Context: an optimization exercise on an open-source flow, tuned for small area. The choices shown serve that exercise and are no tape-out recipe.
Only simulation tests tie the RTL to the original design; equivalence was not proved.
The clock port is modelled as an ideal driver; clocking choices that lean on that would not hold on a real chip.
Power is estimated from default activity; no workload was simulated.

Design branch_target_buffer, start of the top module:
module branch_target_buffer
(
   input  logic        clk,
   input  logic        rst_n,
   input  logic [31:0] pc_i,
   output logic        hit_o,
   output logic        pred_taken_o,
   output logic [31:0] pred_target_o,
   input  logic        upd_valid_i,
   input  logic [31:0] upd_pc_i,
   input  logic [31:0] upd_imm_i,
   input  logic        upd_taken_i,
   input  logic        upd_jump_i,
   input  logic        flush_i
);
   logic [15:0] tbl_valid;
   logic [25:0] tbl_tag    [16];
   logic [31:0] tbl_target [16];
   logic [1:0]  tbl_ctr    [16];
   logic [15:0] lk_sel, up_sel;
   logic [15:0] valid_d;
   logic [15:0] we_ctr, we_tgt;
   logic        lk_valid_n, up_valid_n;
   logic [25:0] lk_tag_n, up_tag_n;
   logic [31:0] lk_target_n;
   logic        lk_ctr1_n;
   logic [1:0]  up_ctr_n;
   logic        lk_match;
   logic        up_hit;
   logic        up_tk;
   logic        up_wr;
   logic        clr_n;
   logic [1:0]  up_ctr;
   logic [1:0]  ctr_base;
   logic [1:0]  ctr_next;
   logic [31:0] up_target;
   always_comb begin
      for (int i = 0; i < 16; i++) begin
         lk_sel[i] = (pc_i[5:2] == i[3:0]);
         up_sel[i] = (upd_pc_i[5:2] == i[3:0]);
      end
   end
   for (genvar b = 0; b < 26; b++) begin : g_tag
      logic [15:0] col;
      for (genvar i = 0; i < 16; i++) begin : g_col
         assign col[i] = tbl_tag[i][b];
      end
      btb_mux16n u_lk (.s(lk_sel), .d(col), .yn(lk_tag_n[b]));
      btb_mux16n u_up (.s(up_sel), .d(col), .yn(up_tag_n[b]));
   end
   for (genvar b = 0; b < 32; b++) begin : g_tgt
      logic [15:0] col;
      for (genvar i = 0; i < 16; i++) begin : g_col
         assign col[i] = tbl_target[i][b];
      end
      btb_mux16n u_lk (.s(lk_sel), .d(col), .yn(lk_target_n[b]));
   end
   for (genvar b = 0; b < 2; b++) begin : g_ctr
      logic [15:0] col;
      for (genvar i = 0; i < 16; i++) begin : g_col
         assign col[i] = tbl_ctr[i][b];
      end
      btb_mux16n u_up (.s(up_sel), .d(col), .yn(up_ctr_n[b]));
      if (b == 1) begin : g_lk
         btb_mux16n u_lk (.s(lk_sel), .d(col), .yn(lk_ctr1_n));
      end
   end
  ...
Size in the first run: roughly 980 flip-flops, roughly 140 I/O pins, about 39000 um^2 of cells after synthesis.
==> flow/config.mk <==
export PLATFORM = sky130hd
export DESIGN_NAME = branch_target_buffer
export DESIGN_NICKNAME = branch_target_buffer
export VERILOG_FILES = /design/flow/design.v
export SDC_FILE = /design/flow/constraint.sdc
export NUM_CORES = 4
export LEC_CHECK = 0
export CAP_MARGIN = 20
export CORE_MARGIN = 2
export CORE_UTILIZATION = 40
export SLEW_MARGIN = 20
export SYNTH_HIERARCHICAL = 1
==> flow/constraint.sdc <==
create_clock -name core_clock -period 7.0 [get_ports {clk}]
set_input_delay 1.4000 -clock core_clock [delete_from_list [all_inputs] [get_ports {clk}]]
set_output_delay 1.4000 -clock core_clock [all_outputs]
set_load 0.01 [all_outputs]
run.sh (not shown) runs the stock make flow with config.mk's settings and CLKGATE_MAP_FILE= SYNTH_SCRIPT=/design/flow/synth_recipe.tcl, a recipe that flattens the netlist after the stock synthesis.
Edit:
Settings changed: CORE_UTILIZATION 40 to 60, CTS_BUF_LIST set to sky130_fd_sc_hd__clkbuf_4 sky130_fd_sc_hd__clkbuf_8, CTS_CLUSTER_SIZE set to 30.
Result: The new run produced a clean layout; non-clock buffer count drops by 9; global-route usage is higher by 12 points; final area went down by a few percent; synthesized area stays the same; synthesized cell count is unchanged.

* * *

Another version of the RTL of branch_target_buffer (not shown whole).
For scale: ~140 I/O pins, roughly 38000 um2 of cells after synthesis.
Design branch_target_buffer, start of the top module:
module branch_target_buffer
(
   input  logic        clk,
   input  logic        rst_n,
   input  logic [31:0] pc_i,
   output logic        hit_o,
   output logic        pred_taken_o,
   output logic [31:0] pred_target_o,
   input  logic        upd_valid_i,
   input  logic [31:0] upd_pc_i,
   input  logic [31:0] upd_imm_i,
   input  logic        upd_taken_i,
   input  logic        upd_jump_i,
   input  logic        flush_i
);
clock: 7.0 ns
lec_check: 0
cap_margin: 20
core_margin: 2
core_utilization: 45
slew_margin: 20
synth_hierarchical: 1
standard.sh (not shown) runs the stock make flow with config.mk's settings and CLKGATE_MAP_FILE= SYNTH_SCRIPT=/design/flow/synth_recipe.tcl, a recipe that flattens the netlist after the stock synthesis.
==> flow/flow/run.sh <==
#!/bin/bash
# Own layout flow: the standard flow, with these changes after synthesis.
#  - ports are buffered with buf_2 instead of the flow's default buffer;
#  - placement, repair and routing may not use buffers larger than buf_6
#    (flow/dont_use.tcl, sourced before each of those steps);
#  - the clock tree uses clkbuf_8, sink clusters of up to 14 within 60 um and no dummy loads.
# Synthesis is the standard one, run unchanged. Each step's output goes to its
# own log file here.
set -euo pipefail
DU=$PWD/flow/dont_use.tcl
bash standard.sh synth > synth.log 2>&1
bash standard.sh \
   "BUFFER_PORTS_ARGS=-buffer_cell sky130_fd_sc_hd__buf_2" \
   "CTS_ARGS=-sink_clustering_enable -repair_clock_nets -dont_use_dummy_load -buf_list sky130_fd_sc_hd__clkbuf_8 -sink_clustering_size 14 -sink_clustering_max_diameter 60" \
   "PRE_GLOBAL_PLACE_TCL=$DU" "PRE_RESIZE_TCL=$DU" "PRE_DETAIL_PLACE_TCL=$DU" \
   "PRE_CTS_TCL=$DU" "PRE_GLOBAL_ROUTE_TCL=$DU" "PRE_REPAIR_TIMING_POST_PLACE_TCL=$DU" \
   finish > finish.log 2>&1
==> flow/flow/dont_use.tcl <==
set_dont_use {sky130_fd_sc_hd__buf_8 sky130_fd_sc_hd__buf_12 sky130_fd_sc_hd__buf_16 sky130_fd_sc_hd__bufbuf_8 sky130_fd_sc_hd__bufbuf_16 sky130_fd_sc_hd__clkdlybuf4s50_1 sky130_fd_sc_hd__clkdlybuf4s50_2}
==> next run, changes <==
--- a/flow/flow/run.sh
+++ b/flow/flow/run.sh
@@ -6 +6 @@
-#  - the clock tree uses clkbuf_8, sink clusters of up to 14 within 60 um and no dummy loads.
+#  - the clock tree uses clkbuf_8, sink clusters of up to 16 and no dummy loads.
@@ -14 +14 @@
-   "CTS_ARGS=-sink_clustering_enable -repair_clock_nets -dont_use_dummy_load -buf_list sky130_fd_sc_hd__clkbuf_8 -sink_clustering_size 14 -sink_clustering_max_diameter 60" \
+   "CTS_ARGS=-sink_clustering_enable -repair_clock_nets -dont_use_dummy_load -buf_list sky130_fd_sc_hd__clkbuf_8 -sink_clustering_size 16 -sink_clustering_max_diameter 100" \
CORE_UTILIZATION = 60   (was 45)
After rerunning:
- wire length went up by about 0.9%
- power went down by 1.9%
- critical path depth went up by 3
- core utilization went up by 17 points
- worst hold slack is better by 0.0035 ns
- clock skew went down by 0.032 ns
==> next run, changes <==
--- a/flow/flow/run.sh
+++ b/flow/flow/run.sh
@@ -6 +6 @@
-#  - the clock tree uses clkbuf_8, sink clusters of up to 16 and no dummy loads.
+#  - the clock tree uses clkbuf_8, sink clusters of up to 14 within 60 um and no dummy loads.
@@ -14 +14 @@
-   "CTS_ARGS=-sink_clustering_enable -repair_clock_nets -dont_use_dummy_load -buf_list sky130_fd_sc_hd__clkbuf_8 -sink_clustering_size 16 -sink_clustering_max_diameter 100" \
+   "CTS_ARGS=-sink_clustering_enable -repair_clock_nets -dont_use_dummy_load -buf_list sky130_fd_sc_hd__clkbuf_8 -sink_clustering_size 14 -sink_clustering_max_diameter 60" \
CORE_UTILIZATION = 50   (was 60)
After rerunning: The changed run completed without violations. Fmax increases by about 0.8%. Sequential share of layout area decreases by 0.36 points. Total power increases by 2.1%. Clock power increases by 8.8%. Count of clock-buffer cells in the layout increases by 13. Global-route usage decreases by 5.8 points. Area after synthesis does not change.
==> next run, changes <==
CAP_MARGIN = 0   (was 20)
SLEW_MARGIN = 0   (was 20)
Now the flow completed, yet does not pass: max-capacitance violations, max-slew violations.
Total power stays flat.
Synthesized cell count stays the same.
Die area does not change.
==> next run, changes <==
==> flow/flow/run.sh (replaced) <==
#!/bin/bash
# Own layout flow: the standard flow, with three changes after synthesis.
#  - ports are buffered with buf_2 instead of the flow's default buffer;
#  - the clock tree uses clkbuf_16 only, larger sink clusters and no dummy loads;
#  - after global routing, gates on paths with positive slack are downsized
#    (RECOVER_POWER).
# Synthesis is the standard one, run unchanged. Each step's output goes to its
# own log file here.
set -euo pipefail
bash standard.sh synth > synth.log 2>&1
bash standard.sh \
   "BUFFER_PORTS_ARGS=-buffer_cell sky130_fd_sc_hd__buf_2" \
   "CTS_ARGS=-sink_clustering_enable -repair_clock_nets -dont_use_dummy_load -buf_list sky130_fd_sc_hd__clkbuf_16 -sink_clustering_size 20 -sink_clustering_max_diameter 100" \
   "RECOVER_POWER=100" \
   finish > finish.log 2>&1
CAP_MARGIN = 20   (was 0)
GPL_TIMING_DRIVEN = 0   (was unset)
SLEW_MARGIN = 20   (was 0)
removed: flow/flow/dont_use.tcl
The new run finished clean. Combinational power barely changes. Synthesized cell count stays the same. Global-route usage drops by 1.5 points.

==> static timing again, ports no longer ideal <==
No port has a modelled driver above. Below, the same layouts with a new extraction and two added sets of constraints.
Step 1, drivers: a clkbuf_16 drives clk and a buf_2 each remaining input, both assumed.
Step 2 moves the port delays by t, midway between the first and last clock arrival at a register: inputs arrive t later, outputs are due t later. That takes back most of the time a late clock gives input paths.
a / b / c = no drivers / after step 1 / after step 2; a / b = the first two.
| run | t (ns) | setup WS [ns] | latest minus earliest clock arrival (ns) |
|---|---|---|---|
| the first run of note 1 | 0.750 | 0.092 / 0.064 / 0.064 | 0.031 / 0.031 |
| the second run of note 1 | 0.881 | 0.098 / 0.075 / 0.075 | 0.044 / 0.043 |
| the first run of note 2 | 0.762 | 0.157 / 0.131 / -0.224 | 0.077 / 0.077 |
| the second run of note 2 | 0.752 | 0.105 / 0.080 / -0.362 | 0.043 / 0.043 |
| the third run of note 2 | 0.754 | 0.157 / 0.130 / -0.410 | 0.066 / 0.066 |
| the fourth run of note 2 | 0.740 | 0.146 / 0.119 / -0.401 | 0.064 / 0.064 |
| the fifth run of note 2 | 0.678 | 0.143 / 0.119 / -0.364 | 0.051 / 0.051 |
The setup slack of the third run of note 2, which loses most, moves by -0.027 ns with the drivers and by -0.567 ns with both steps.
